From an optimization exercise on the open Yosys and OpenROAD flow, aimed at small area, a short achievable clock period and few clock cycles per item; shortcuts taken in it are not production practice. Where RTL was checked, it was by simulation tests only, not by an equivalence proof against the original. Power figures rest on the tool's default switching activity, not on a simulated workload.

Design gomoku_top, start of the top module:
module gomoku_top (
    input  logic               clock,
    input  logic               rst,
    input  logic [5-1:0] awaddr,
    input  logic               awvalid,
    output logic               awready,
    input  logic [32-1:0] wdata,
    input  logic               wvalid,
    output logic               wready,
    output logic               bvalid,
    output logic [1:0]         bresp,
    input  logic               bready,
    input  logic [5-1:0] araddr,
    input  logic               arvalid,
    output logic               arready,
    output logic               rvalid,
    output logic [32-1:0] rdata,
    output logic [1:0]         rresp,
    input  logic               rready,
    output logic [6:0]         hex0,
    output logic [6:0]         hex1,
    output logic [7:0]         ledr,
    output logic [7:0]         ledg
);
    logic                                 clear;
    logic                                 wr_en;
    logic                                 diag;
    logic [3:0][4:0]               s1;
    logic [3:0][4:0]               s2;
    logic                                 neg1;
  ...
Settings: LEC_CHECK=0, ABC_CLOCK_PERIOD_IN_PS=3000, CAP_MARGIN=20, CORE_MARGIN=2, CORE_UTILIZATION=30, CTS_BUF_LIST=sky130_fd_sc_hd__clkbuf_16, CTS_CLUSTER_DIAMETER=80, CTS_CLUSTER_SIZE=25, SETUP_SLACK_MARGIN=5, SLEW_MARGIN=20; clock period 8.0 ns.
run.sh (not shown) runs the stock make flow with config.mk's settings and CLKGATE_MAP_FILE= SYNTH_SCRIPT=/design/flow/synth_recipe.tcl, a recipe that flattens the netlist after the stock synthesis.
The starting point passed the timing, design-rule and antenna checks.
Rerun with:
--- a/flow/config.mk
+++ b/flow/config.mk
@@ -12,3 +11,0 @@
-export CTS_BUF_LIST = sky130_fd_sc_hd__clkbuf_16
-export CTS_CLUSTER_DIAMETER = 80
-export CTS_CLUSTER_SIZE = 25
=> Power rises by about 24%. Synthesized cell count stays the same. Sequential cell count does not change. Setup slack gains 0.021 ns. Routed wire length rises by about 1%. Core utilization rises by 1.2 points.
No run of this note included a check of the RTL's function; only the layout flow was run.

---

Setup of v6:
Another version of the RTL of gomoku_top (not shown whole).
For scale: ~3200 cells after synthesis, roughly 120 I/O pins.
## gomoku_top
module gomoku_top (
    input  logic               clock,
    input  logic               rst,
    input  logic [5-1:0] awaddr,
    input  logic               awvalid,
    output logic               awready,
    input  logic [32-1:0] wdata,
    input  logic               wvalid,
    output logic               wready,
    output logic               bvalid,
    output logic [1:0]         bresp,
    input  logic               bready,
    input  logic [5-1:0] araddr,
    input  logic               arvalid,
    output logic               arready,
    output logic               rvalid,
    output logic [32-1:0] rdata,
    output logic [1:0]         rresp,
    input  logic               rready,
    output logic [6:0]         hex0,
    output logic [6:0]         hex1,
    output logic [7:0]         ledr,
    output logic [7:0]         ledg
);
Settings: LEC_CHECK=0, ABC_CLOCK_PERIOD_IN_PS=3000, CAP_MARGIN=20, CORE_MARGIN=2, CORE_UTILIZATION=30, CTS_BUF_LIST=sky130_fd_sc_hd__clkbuf_8, CTS_CLUSTER_DIAMETER=40, CTS_CLUSTER_SIZE=10, SETUP_SLACK_MARGIN=5, SLEW_MARGIN=20; clock period 8.0 ns.
v6: all stages complete, timing, DRC and antenna checks passed
Testbench counts of v6, summed over its fixed seeds: cycles 17,312, moves 3,200.
Edits applied to the flow inputs when going from v6 to v7:
Settings: clearing CTS_CLUSTER_DIAMETER, which used to be 40; clearing CTS_CLUSTER_SIZE, which used to be 10; swapping sky130_fd_sc_hd__clkbuf_8 for sky130_fd_sc_hd__clkbuf_4 sky130_fd_sc_hd__clkbuf_8 sky130_fd_sc_hd__clkbuf_16 in CTS_BUF_LIST.
Notes after the runs:
In summary, v7 completed successfully, with a layout that passed the timing, design-rule and antenna checks. Timing startpoint of the critical path: u_regs.white -> v6, u_regs.s2[15] -> v7. From v6 to v7 the numbers moved as follows: via count barely changed; areal power density over the cells climbed 7.8 mW/mm^2. Per the comparison of v7 with v6, number of ordinary and repair buffers in the finished layout went up by 1.3%, time the worst path needs with I/O delays and setup +0.014 ns, final-layout worst hold slack comparable, number of CTS-inserted buffers went down by about 33%. In v7 the clock network power share turned out 2.4 points higher than in v6.

---

== wip/zinc ==
Another version of the RTL of gomoku_top (not shown whole).
For scale: ~630 flip-flops.
// gomoku_top
module gomoku_top (
    input  logic               clock,
    input  logic               rst,
    input  logic [5-1:0] awaddr,
    input  logic               awvalid,
    output logic               awready,
    input  logic [32-1:0] wdata,
    input  logic               wvalid,
    output logic               wready,
    output logic               bvalid,
    output logic [1:0]         bresp,
    input  logic               bready,
    input  logic [5-1:0] araddr,
    input  logic               arvalid,
    output logic               arready,
    output logic               rvalid,
    output logic [32-1:0] rdata,
    output logic [1:0]         rresp,
    input  logic               rready,
    output logic [6:0]         hex0,
    output logic [6:0]         hex1,
    output logic [7:0]         ledr,
    output logic [7:0]         ledg
);
    logic                                 clear;
    logic                                 wr_en;
    logic                                 diag;
    logic [3:0][4:0]               s1;
    logic [3:0][4:0]               s2;
    logic                                 neg1;
    logic                                 top2;
    logic [4-1:0]                  pick_row;
    logic [4-1:0]                  last_row;
    logic [4-1:0]                  last_col;
    logic                                 white;
    logic                                 won;
    logic                                 five;
    gomoku_pkg::cell_t                    pt;
    logic [16-1:0][1:0]           lo1;
    logic [16-1:0][1:0]           lo2;
    logic [16-1:0][1:0]           hi1;
    logic [16-1:0][1:0]           hi2;
    logic [16-1:0]                p1_b;
    logic [16-1:0]                p1_w;
    logic [16-1:0]                p2_b;
    logic [16-1:0]                p2_w;
  ...
==> flow/config.mk <==
export PLATFORM = sky130hd
export DESIGN_NAME = gomoku_top
export DESIGN_NICKNAME = gomoku_top
export VERILOG_FILES = /design/flow/design.v
export SDC_FILE = /design/flow/constraint.sdc
export NUM_CORES = 4
export LEC_CHECK = 0
export ABC_CLOCK_PERIOD_IN_PS = 3000
export CAP_MARGIN = 20
export CORE_MARGIN = 2
export CORE_UTILIZATION = 30
export CTS_BUF_LIST = sky130_fd_sc_hd__clkbuf_16
export CTS_CLUSTER_DIAMETER = 80
export CTS_CLUSTER_SIZE = 25
export PLACE_DENSITY = 0.8
export SETUP_SLACK_MARGIN = 4.4
export SLEW_MARGIN = 20
export TNS_END_PERCENT = 25
==> flow/constraint.sdc <==
create_clock -name core_clock -period 8.0 [get_ports {clock}]
set_input_delay 1.6000 -clock core_clock [delete_from_list [all_inputs] [get_ports {clock}]]
set_output_delay 1.6000 -clock core_clock [all_outputs]
set_load 0.01 [all_outputs]
Testbench counts of wip/zinc, summed over its fixed seeds: cycles 17,312, moves 3,200.
Modified inputs, wip/indigo compared to wip/zinc
- swapping 3000 for 2500 in ABC_CLOCK_PERIOD_IN_PS
- swapping 4.4 for 4.8 in SETUP_SLACK_MARGIN
## What came out
Arrival time of data at the critical path endpoint: wip/zinc and wip/indigo compared, higher one is wip/zinc
Antenna diode count for wip/indigo: 3 down relative to wip/zinc
In wip/indigo, the met3 routed wirelength came out about 2% above the value in wip/zinc.
Re worst setup timing slack at the placement stage: wip/indigo is 0.092 ns down on wip/zinc.
For wip/pepper, these inputs were changed with respect to wip/indigo:
- changing SETUP_SLACK_MARGIN from 4.8 to 5
- changing ABC_CLOCK_PERIOD_IN_PS from 2500 to 3000
- removing PLACE_DENSITY (formerly 0.8)
==> comparison <==
Clock period minus final worst setup slack in wip/pepper is 0.023 ns below wip/indigo.
wip/pepper and wip/indigo ended up with nearly the same via count.
Compared with wip/indigo, in wip/pepper count of clock buffers in the final design picked up an extra 5, setup slack of the critical path after layout now sits higher, clock share of power moved up.
Compared with wip/indigo, in wip/pepper first-pass GRT wire length went up by about 6.6%; non-clock buffer area fraction after layout now larger; gate count after technology mapping essentially unchanged.
wip/indigo -> wip/pepper: number of buffers between clock root and the deepest sink delta 0, exact match
In the flow results for wip/pepper and wip/indigo, the wire length is smaller on wip/indigo.
Against wip/indigo, wip/pepper comes in 2 higher on number of cells on the critical path.

---

v5:
gomoku_top, a different RTL version from the one above (not shown whole).
Size in the first run: ~3,300 cells after synthesis, roughly 620 flip-flops, ~31,000 um^2 of cells after synthesis.
make LEC_CHECK=0 ABC_CLOCK_PERIOD_IN_PS=3000 CAP_MARGIN=20 CORE_MARGIN=2 CORE_UTILIZATION=45 CTS_BUF_LIST=sky130_fd_sc_hd__clkbuf_8 CTS_CLUSTER_DIAMETER=40 CTS_CLUSTER_SIZE=10 PLACE_DENSITY=0.6 SETUP_SLACK_MARGIN=5 SLEW_MARGIN=20 finish   # period 8.0 ns
v5 ran to completion and came out clean on the timing, design-rule and antenna checks.
Testbench counts of v5, summed over its fixed seeds: cycles 17,312, moves 3,200.
What v8 does differently from v5 at the input level:
- CORE_UTILIZATION changed from 45 to 30
- CTS_BUF_LIST removed (was sky130_fd_sc_hd__clkbuf_8)
- PLACE_DENSITY removed (was 0.6)
- CTS_CLUSTER_DIAMETER removed (was 40)
- CTS_CLUSTER_SIZE removed (was 10)
Findings:
v8 ends up with a worst setup slack that is 0.064 ns higher than in v5. Changes observed in v8 relative to v5: placeable core region now larger, count of clock-buffer cells in the layout now smaller. The final reports for v8 and v5 show post-route minimum period lower in the former. Buffers inserted during post-CTS setup optimization: v8 > v5. v8: worst path arrival time is 0.17 ns lower than what v5 reported. v5 consumes less power than v8. Against v5 as the reference, v8 delivers a lower global-route usage.
### v8 -> v21
- SETUP_SLACK_MARGIN now 4.5, was 5
- ABC_CLOCK_PERIOD_IN_PS now 2500, was 3000
Results
Compared with v8, v21 ends up with a smaller final cell area. Overall via count from detail_route: v21 vs v8, no meaningful difference. On v21: detailed-route wire length is about 0.37% higher than what v8 gave. Between v21 and v8, the difference in post-route clock period utilization is negligible.

---

Another version of the RTL of gomoku_top (not shown whole).
Size in the first run: roughly 620 flip-flops, about 120 I/O pins.
clock: 8.0 ns
lec_check: 0
abc_clock_period_in_ps: 3000
cap_margin: 35
core_margin: 2
core_utilization: 30
cts_buf_list: sky130_fd_sc_hd__clkbuf_16
cts_cluster_diameter: 80
cts_cluster_size: 25
setup_slack_margin: 5
slew_margin: 35
tns_end_percent: 5
The starting point finished with max-capacitance violations, max-slew violations left.
Testbench counts at the start, summed over its fixed seeds: cycles 17,312, moves 3,200.
Change:
- CAP_MARGIN: 35 -> 20
- SLEW_MARGIN: 35 -> 20
- TNS_END_PERCENT: 5 -> default
Outcome:
- The changed run finished clean
- setup slack degrades by 140 ps
- cell area increases by 2.4%
- via count barely changes
- register-to-register slack degrades by 140 ps
- wire length increases by 1.9%
Change:
- CTS_BUF_LIST: sky130_fd_sc_hd__clkbuf_16 -> default
- CTS_CLUSTER_DIAMETER: 80 -> default
- CTS_CLUSTER_SIZE: 25 -> default
What happened:
- power rose by 22%
- worst setup slack improves by 66 ps
- fmax increases by 1.9%
- core utilization climbs by 1.2 points
- area after synthesis does not change
- worst hold slack stays flat
- global-route usage is higher by 0.32 points
- non-clock buffer count went down by 2
- via count came out higher by 1.9%
- clock-buffer cell count came out higher by 62
- synthesized cell count does not change
Change:
- CTS_BUF_LIST: default -> sky130_fd_sc_hd__clkbuf_16
- CTS_CLUSTER_DIAMETER: default -> 80
- CTS_CLUSTER_SIZE: default -> 25
- TNS_END_PERCENT: default -> 12
=> The new run produced a clean layout; critical path depth went down by 1; wire length came out lower by 2.2%; setup slack is better by 25 ps; maximum frequency grows by about 0.7%; final cell count goes down by 1.6%; die area does not change; cell area came out lower by about 4%; via count is lower by about 1.7%; power drops by about 22%.
Change:
- ABC_CLOCK_PERIOD_IN_PS: 3000 -> 2000
- CTS_CLUSTER_DIAMETER: 80 -> 100
- CTS_CLUSTER_SIZE: 25 -> 30
- TNS_END_PERCENT: 12 -> default
After rerunning:
- clock skew fell by 7.2 ps
- sequential cell count does not change
- global-route usage stays flat
- fmax shrinks by 2.0%
- setup slack is worse by 71 ps
- count of clock-buffer cells in the layout fell by 4
- design area is higher by 0.67%

-- what the ideal ports hide --
The results above use ideal ports. As a check the final layouts listed here were re-extracted and re-timed, cells and wires unchanged. Step 1 assumes that a clkbuf_16 drives the clock port and a buf_2 every other input. Step 2 times the ports against the registers' clock, not the clock port: input delays grow and output delays shrink by t, the midpoint of the rising clock arrivals with the driver on. a / b / c = no drivers / after step 1 / after step 2; a / b = the first two.
run | t, ns | setup slack, ns | hold WS [ns] | slew at the worst register clock pin (ns) | worst slew at a driven data input, ns
the first run of note 1 | 0.708 | 4.175 / 4.110 / 4.396 | 0.497 / 0.497 / 0.497 | 0.11 / 0.11 | 0.04
the second run of note 1 | 0.703 | 4.195 / 4.131 / 4.393 | 0.490 / 0.490 / 0.490 | 0.07 / 0.07 | 0.04
v6 | 0.782 | 4.561 / 4.561 / 4.302 | 0.456 / 0.456 / 0.456 | 0.07 / 0.07 | 0.04
v7 | 0.695 | 4.547 / 4.547 / 4.373 | 0.457 / 0.457 / 0.457 | 0.06 / 0.06 | 0.04
wip/zinc | 0.702 | 4.396 / 4.364 / 3.903 | 0.497 / 0.497 / 0.497 | 0.11 / 0.11 | 0.04
wip/indigo | 0.714 | 4.643 / 4.620 / 4.068 | 0.494 / 0.494 / 0.494 | 0.10 / 0.10 | 0.04
wip/pepper | 0.659 | 4.666 / 4.666 / 4.339 | 0.495 / 0.495 / 0.495 | 0.10 / 0.10 | 0.04
v5 | 0.780 | 4.364 / 4.364 / 4.303 | 0.459 / 0.459 / 0.459 | 0.07 / 0.07 | 0.04
v8 | 0.687 | 4.428 / 4.428 / 4.300 | 0.479 / 0.479 / 0.479 | 0.07 / 0.07 | 0.04
v21 | 0.695 | 4.421 / 4.421 / 3.923 | 0.465 / 0.465 / 0.465 | 0.07 / 0.07 | 0.03
the first run of note 5 | 0.708 | 4.645 / 4.609 / 4.257 | 0.490 / 0.490 / 0.490 | 0.11 / 0.11 | 0.04
the second run of note 5 | 0.663 | 4.505 / 4.505 / 4.423 | 0.487 / 0.487 / 0.487 | 0.11 / 0.11 | 0.05
the third run of note 5 | 0.693 | 4.571 / 4.541 / 4.344 | 0.486 / 0.486 / 0.486 | 0.06 / 0.06 | 0.05
the fourth run of note 5 | 0.721 | 4.596 / 4.556 / 4.121 | 0.493 / 0.493 / 0.493 | 0.11 / 0.11 | 0.04
the fifth run of note 5 | 0.698 | 4.525 / 4.479 / 4.369 | 0.489 / 0.489 / 0.489 | 0.12 / 0.12 | 0.04
The setup slack of wip/indigo, which loses most, moves by -0.023 ns with the drivers and by -0.575 ns with both steps.
